From an optimization exercise on the open Yosys and OpenROAD flow, aimed at small area, a short achievable clock period and few clock cycles; shortcuts taken in it are not production practice. At most, simulation tests tie the RTL to the original design; equivalence was not proved. Power and IR drop assume default switching activity.

// ram_sdp_init
module ram_sdp_init #(
  parameter int          DATA_W = 8,
  parameter int          ADDR_W = 8,
  parameter int unsigned FILL   = 0
) (
  input  logic              clk,
  input  logic              rst_n,
  input  logic              init_req,
  output logic              ready,
  input  logic              we,
  input  logic [ADDR_W-1:0] w_addr,
  input  logic [DATA_W-1:0] w_data,
  input  logic              re,
  input  logic [ADDR_W-1:0] r_addr,
  output logic [DATA_W-1:0] r_data,
  output logic              r_valid
);
Size: ~2,100 flip-flops.
==> flow/config.mk <==
export PLATFORM = sky130hd
export DESIGN_NAME = ram_sdp_init
export DESIGN_NICKNAME = ram_sdp_init
export VERILOG_FILES = /design/flow/design.v
export SDC_FILE = /design/flow/constraint.sdc
export NUM_CORES = 4
export LEC_CHECK = 0
export ABC_AREA = 1
export CAP_MARGIN = 20
export CORE_MARGIN = 2
export CORE_UTILIZATION = 62
export CTS_BUF_LIST = sky130_fd_sc_hd__clkbuf_16
export CTS_CLUSTER_DIAMETER = 90
export CTS_CLUSTER_SIZE = 24
export SETUP_SLACK_MARGIN = 2.5
export SLEW_MARGIN = 20
==> flow/constraint.sdc <==
create_clock -name core_clock -period 5.0 [get_ports {clk}]
set_input_delay 1.0000 -clock core_clock [delete_from_list [all_inputs] [get_ports {clk}]]
set_output_delay 1.0000 -clock core_clock [all_outputs]
set_load 0.01 [all_outputs]
run.sh (not shown) runs the stock make flow with config.mk's settings and CLKGATE_MAP_FILE= SYNTH_SCRIPT=/design/flow/synth_recipe.tcl, a recipe that flattens the netlist after the stock synthesis.
The starting point finished with timing, DRC and antenna clean.
Testbench counts at the start, summed over its fixed seeds: cycles 32,784.
Next try:
Settings changed: CORE_UTILIZATION 62 to 40, CTS_CLUSTER_DIAMETER 90 to 60, CTS_CLUSTER_SIZE 24 to 50, TNS_END_PERCENT set to 10.
After rerunning:
- synthesized area stays the same
- register-to-register slack degrades by 280 ps
- power goes up by 13%
- sequential power barely changes
- setup slack degrades by 93 ps
- flip-flop and latch count stays the same
- cell area goes up by 2.5%
- global-route usage goes down by 13 points
- core utilization goes down by 24 points
- count of clock-buffer cells in the layout goes up by 50
- clock skew goes down by 19 ps
Next try:
Settings changed: CORE_UTILIZATION 40 to 55, CTS_CLUSTER_DIAMETER 60 to 90, CTS_CLUSTER_SIZE 50 to 24, SETUP_SLACK_MARGIN 2.5 to 2.7, TNS_END_PERCENT 10 to not set.
What happened: Clock skew stays flat. Count of clock-buffer cells in the layout shrinks by 52. Clock power came out lower by 31%. Register-to-register slack improves by 440 ps. Wire length climbs by 1.7%. Global-route usage rises by 9.6 points.
Next try:
Settings changed: CORE_UTILIZATION 55 to 40, CTS_CLUSTER_DIAMETER 90 to 60, CTS_CLUSTER_SIZE 24 to 50, SETUP_SLACK_MARGIN 2.7 to 2.3.
The changed run finished with timing, DRC and antenna clean.
Global-route usage drops by 9.7 points.
Fmax decreases by a little under a tenth.
Total power rose by roughly a tenth.
Via count shrinks slightly.
Routed wire length shrinks slightly.
Worst setup slack degrades by 220 ps.
Clock skew is about the same.
Clock-buffer cell count is higher by 52.
Non-clock buffer count goes down by 152.
Sequential power is about the same.
Die area is higher by well over a third.
Next try:
Settings changed: CORE_UTILIZATION 40 to 55, CTS_CLUSTER_DIAMETER 60 to 90, CTS_CLUSTER_SIZE 50 to 24, SETUP_SLACK_MARGIN 2.3 to 2.5.
=>
- The new run finished with timing, DRC and antenna clean
- hold slack improved by 85 ps
- combinational power grows by about 6%
- wire length came out lower by 1.4%
- die area went down by 27%
- power drops by 11%
- worst setup slack is better by 230 ps
- core utilization grows by 17 points
Next try:
Settings changed: CORE_UTILIZATION 55 to 40.
The new run produced a clean layout. Wire length is higher by 2.0%. Via count increases by 0.82%. Total power increases by 1.9%.

red:
ram_sdp_init, a different RTL version from the one above (not shown whole).
For scale: ~7100 cells after synthesis, ~2100 flip-flops.
Settings: LEC_CHECK=0, ABC_AREA=1, CAP_MARGIN=20, CORE_MARGIN=2, CORE_UTILIZATION=65, CTS_BUF_LIST=sky130_fd_sc_hd__clkbuf_16, CTS_CLUSTER_DIAMETER=60, CTS_CLUSTER_SIZE=50, SETUP_SLACK_MARGIN=2.0, SLEW_MARGIN=20; clock period 5.0 ns.
--- input diff red..blue ---
# red
export LEC_CHECK = 0
export ABC_AREA = 1
export CAP_MARGIN = 20
export CORE_MARGIN = 2
export CORE_UTILIZATION = 65
export CTS_BUF_LIST = sky130_fd_sc_hd__clkbuf_16
export CTS_CLUSTER_DIAMETER = 60
export CTS_CLUSTER_SIZE = 50
export SETUP_SLACK_MARGIN = 2.0
export SLEW_MARGIN = 20
create_clock -name core_clock -period 5.0 [get_ports {clk}]
# blue
export LEC_CHECK = 0
export ABC_AREA = 1
export CAP_MARGIN = 20
export CORE_MARGIN = 2
export CORE_UTILIZATION = 65
export SETUP_SLACK_MARGIN = 2.5
export SLEW_MARGIN = 20
create_clock -name core_clock -period 5.0 [get_ports {clk}]
### Flow results
Looking at switching share of power, blue sits 0.21 points below red. Sort red and blue by data arrival time at the worst-slack endpoint, descending, and red comes first. Proportion of layout cells with a drive suffix above 1: blue > red. [compare] base=red new=blue: number of fill cells in the layout shows a reduction of 1014; worst-case clock buffer depth shows no meaningful change; total buffers and inverters traversed by the critical path down 1. Going from red to blue, internal power of the cells shows an increase of 1.6 mW; clock skew shows an increase of 11 ps.
Modified inputs, green compared to blue
# blue
export LEC_CHECK = 0
export ABC_AREA = 1
export CAP_MARGIN = 20
export CORE_MARGIN = 2
export CORE_UTILIZATION = 65
export SETUP_SLACK_MARGIN = 2.5
export SLEW_MARGIN = 20
create_clock -name core_clock -period 5.0 [get_ports {clk}]
# green
export LEC_CHECK = 0
export ABC_AREA = 1
export CAP_MARGIN = 20
export CORE_MARGIN = 2
export CORE_UTILIZATION = 40
export SETUP_SLACK_MARGIN = 2.5
export SLEW_MARGIN = 20
create_clock -name core_clock -period 5.0 [get_ports {clk}]
==> run notes <==
On full die area, green does worse than blue. The final reports for green and blue show core utilization lower in the former. green ran to completion and came out clean on the timing, design-rule and antenna checks. Summary: with blue as the reference, worst vdd rail ir drop in green moved down by more than 10%.
Relative to green, the following input files were edited for orange:
# green
export LEC_CHECK = 0
export ABC_AREA = 1
export CAP_MARGIN = 20
export CORE_MARGIN = 2
export CORE_UTILIZATION = 40
export SETUP_SLACK_MARGIN = 2.5
export SLEW_MARGIN = 20
create_clock -name core_clock -period 5.0 [get_ports {clk}]
# orange
export LEC_CHECK = 0
export CAP_MARGIN = 20
export CORE_MARGIN = 2
export CORE_UTILIZATION = 40
export SLEW_MARGIN = 20
create_clock -name core_clock -period 5.0 [get_ports {clk}]
## What came out
Summary across orange and green: the single failing run is orange.
From the logs: orange reached the end of the flow and failed the layout checks with negative setup slack.
For worst hold slack, green and orange come out practically identical.
Synthesized instance count shrinks by more than a quarter when moving from green to orange.
Peak fanout along the critical path ended up 19 lower on orange than on green.
Compared with green, in orange logic depth of the worst setup path including buffers lost 1; count of inverters other than clock inverters in the layout lost 41; proportion of synthesized chip area in sequential cells picked up an extra 2.2 points; clock power picked up an extra about 10%; fraction of the mapped netlist area in compound gates picked up an extra 10 points.
Function was not checked in any run of this note: the RTL went through the layout flow alone.

Setup of maple:
ram_sdp_init with an RTL version that a note above also has.
Size: roughly 7000 cells after synthesis, ~2100 flip-flops, ~82000 um^2 of cells after synthesis.
==> flow/config.mk <==
export PLATFORM = sky130hd
export DESIGN_NAME = ram_sdp_init
export DESIGN_NICKNAME = ram_sdp_init
export VERILOG_FILES = /design/flow/design.v
export SDC_FILE = /design/flow/constraint.sdc
export NUM_CORES = 4
export LEC_CHECK = 0
export ABC_AREA = 1
export CAP_MARGIN = 20
export CORE_MARGIN = 2
export CORE_UTILIZATION = 40
export CTS_BUF_LIST = sky130_fd_sc_hd__clkbuf_16
export CTS_CLUSTER_DIAMETER = 60
export CTS_CLUSTER_SIZE = 50
export SETUP_SLACK_MARGIN = 3.0
export SLEW_MARGIN = 20
==> flow/constraint.sdc <==
create_clock -name core_clock -period 5.0 [get_ports {clk}]
set_input_delay 1.0000 -clock core_clock [delete_from_list [all_inputs] [get_ports {clk}]]
set_output_delay 1.0000 -clock core_clock [all_outputs]
set_load 0.01 [all_outputs]
Both conditions hold for maple: the flow ran to the end and the final layout passed the timing, design-rule and antenna checks.
Testbench counts of maple, summed over its fixed seeds: cycles 32,784.
Relative to maple, the following input files were edited for onyx:
Settings: PLACE_DENSITY now 0.75, previously not set; SETUP_SLACK_MARGIN now 2.5, was 3.0.
[summary]
The highest cell delay on the worst timing path in onyx sits 40 ps above the value recorded for maple.
Compared with maple, in onyx fraction of the core area covered by cells at the end of the flow moved down, total setup buffers inserted after CTS shows a reduction of 73%, die area closely matched the old numbers, upper clock frequency limit went down by about 0.9%, combined global-route utilization of all metal layers moved down.
Total leakage power: onyx vs maple down 7.8%
onyx: flow completed, timing, DRC and antenna clean
maple went all the way through the flow, and no timing, DRC or antenna check failed.
Cmp onyx and maple / routed wire length / higher: maple
Inputs modified between onyx and amber:
Settings: CTS_BUF_LIST no longer set, was sky130_fd_sc_hd__clkbuf_16; PLACE_DENSITY no longer set, was 0.75; CTS_CLUSTER_SIZE no longer set, was 50; CTS_CLUSTER_DIAMETER no longer set, was 60.
[summary]
amber finished every stage and its layout cleared the timing, design-rule and antenna checks.
Comparing amber and onyx, the lower final antenna diode count was measured on onyx.
In amber, the non-clock buffer count came out 1.9% above the value in onyx.
Across both runs, maximum frequency was higher for amber than for onyx.
amber packs its core more tightly than onyx.
Of amber and onyx, onyx shows the higher first-iteration detailed-routing DRC count, with amber below it.
amber ends up with lower biggest cell delay along the critical path than onyx does.
Of amber and onyx, it is amber that has the higher total track usage.
amber: area overhead of the layout relative to synthesis 3.1 points above onyx
amber vs onyx — power per cell area climbed by a little under 10%
Comparing amber and onyx, number of non-clock inverters is lower on onyx.
amber vs onyx, launch point of the worst path: r_rd_lo[6] vs r_rd_hi[7]
Against onyx, wire length of the first global-routing pass in amber rose by a few percent.
For garnet, these inputs were changed with respect to amber:
Settings: PLACE_DENSITY newly set to 0.9; CTS_CLUSTER_DIAMETER newly set to 60; CTS_CLUSTER_SIZE newly set to 50; CTS_BUF_LIST newly set to sky130_fd_sc_hd__clkbuf_16.
## What came out
- garnet has completed all stages; timing, DRC and antenna checks passed.
- For the final standard cell count with taps included and fillers excluded, garnet came in 1.7% lower than amber did.
- [compare] base=amber new=garnet: layout inverter count without the clock tree shows a reduction of 1.9%; multi-input combinational cell count shows no meaningful change.
- Diff amber -> garnet: number of resized instances in the post-cts repair step fell by 19%; setup slack at placement fell by 24 ps; via density per instance rose by 6.4%; sum of routed wire segments on met1 fell by 21%; area growth from synthesis to layout fell by 3.0 points.
- Comparing amber and garnet, the lower setup slack was measured on amber.
- Status: average cell area after synthesis parity (amber, garnet)
Modified inputs, quartz compared to garnet
Settings: clearing PLACE_DENSITY, which used to be 0.9.
Results
Sort garnet and quartz by routed length on met1 desc -> top: quartz. Non-clock buffer count on quartz is up relative to garnet. For quartz, the worst setup path endpoint was r_data[4], unlike garnet, where it was r_rd_hi[0]. Per the comparison of quartz with garnet, wire length of the first global-routing pass went up by 9.6 mm, number of inserted diodes went down by 15, final critical-path required period went down by 9.5 ps.

==> separate check: timing with driven ports <==
How much do the figures lean on ideal ports? The routed layouts below were timed once more, with nothing changed but the port constraints. Step 1, drivers: a clkbuf_16 drives clk and a buf_2 each remaining input, both assumed. Step 2 adds t to the input delays and takes it off the output delays; t is the mean of the earliest and latest rising clock arrival at the registers after step 1. Input paths then give back, and output paths get back, about the clock's delay inside the block. a / b / c = ideal / step 1 / step 2; a / b = the first two.
run | shift t [ns] | setup WS [ns] | latest minus earliest clock arrival (ns)
the first run of note 1 | 0.836 | 2.397 / 2.324 / 1.498 | 0.050 / 0.050
the second run of note 1 | 0.923 | 2.304 / 2.217 / 1.294 | 0.046 / 0.046
the third run of note 1 | 0.826 | 2.422 / 2.376 / 1.608 | 0.034 / 0.034
the fourth run of note 1 | 0.922 | 2.206 / 2.177 / 1.255 | 0.044 / 0.045
the fifth run of note 1 | 0.832 | 2.440 / 2.366 / 1.621 | 0.034 / 0.034
the sixth run of note 1 | 0.871 | 2.379 / 2.332 / 1.463 | 0.059 / 0.059
red | 0.902 | 1.785 / 1.740 / 0.838 | 0.033 / 0.034
blue | 0.950 | 2.188 / 2.187 / 1.237 | 0.039 / 0.039
green | 0.961 | 2.364 / 2.318 / 1.358 | 0.073 / 0.073
orange | 0.994 | -0.112 / -0.058 / -1.052 | 0.100 / 0.100
maple | 0.928 | 2.382 / 2.287 / 1.623 | 0.045 / 0.045
onyx | 0.892 | 2.359 / 2.264 / 1.417 | 0.076 / 0.076
amber | 0.953 | 2.367 / 2.285 / 1.413 | 0.051 / 0.051
garnet | 0.898 | 2.385 / 2.328 / 1.429 | 0.101 / 0.101
quartz | 0.921 | 2.395 / 2.300 / 1.420 | 0.042 / 0.042
For the second run of note 1, which loses most, drivers alone change the setup slack by -0.087 ns; drivers and shift together by -1.010 ns.
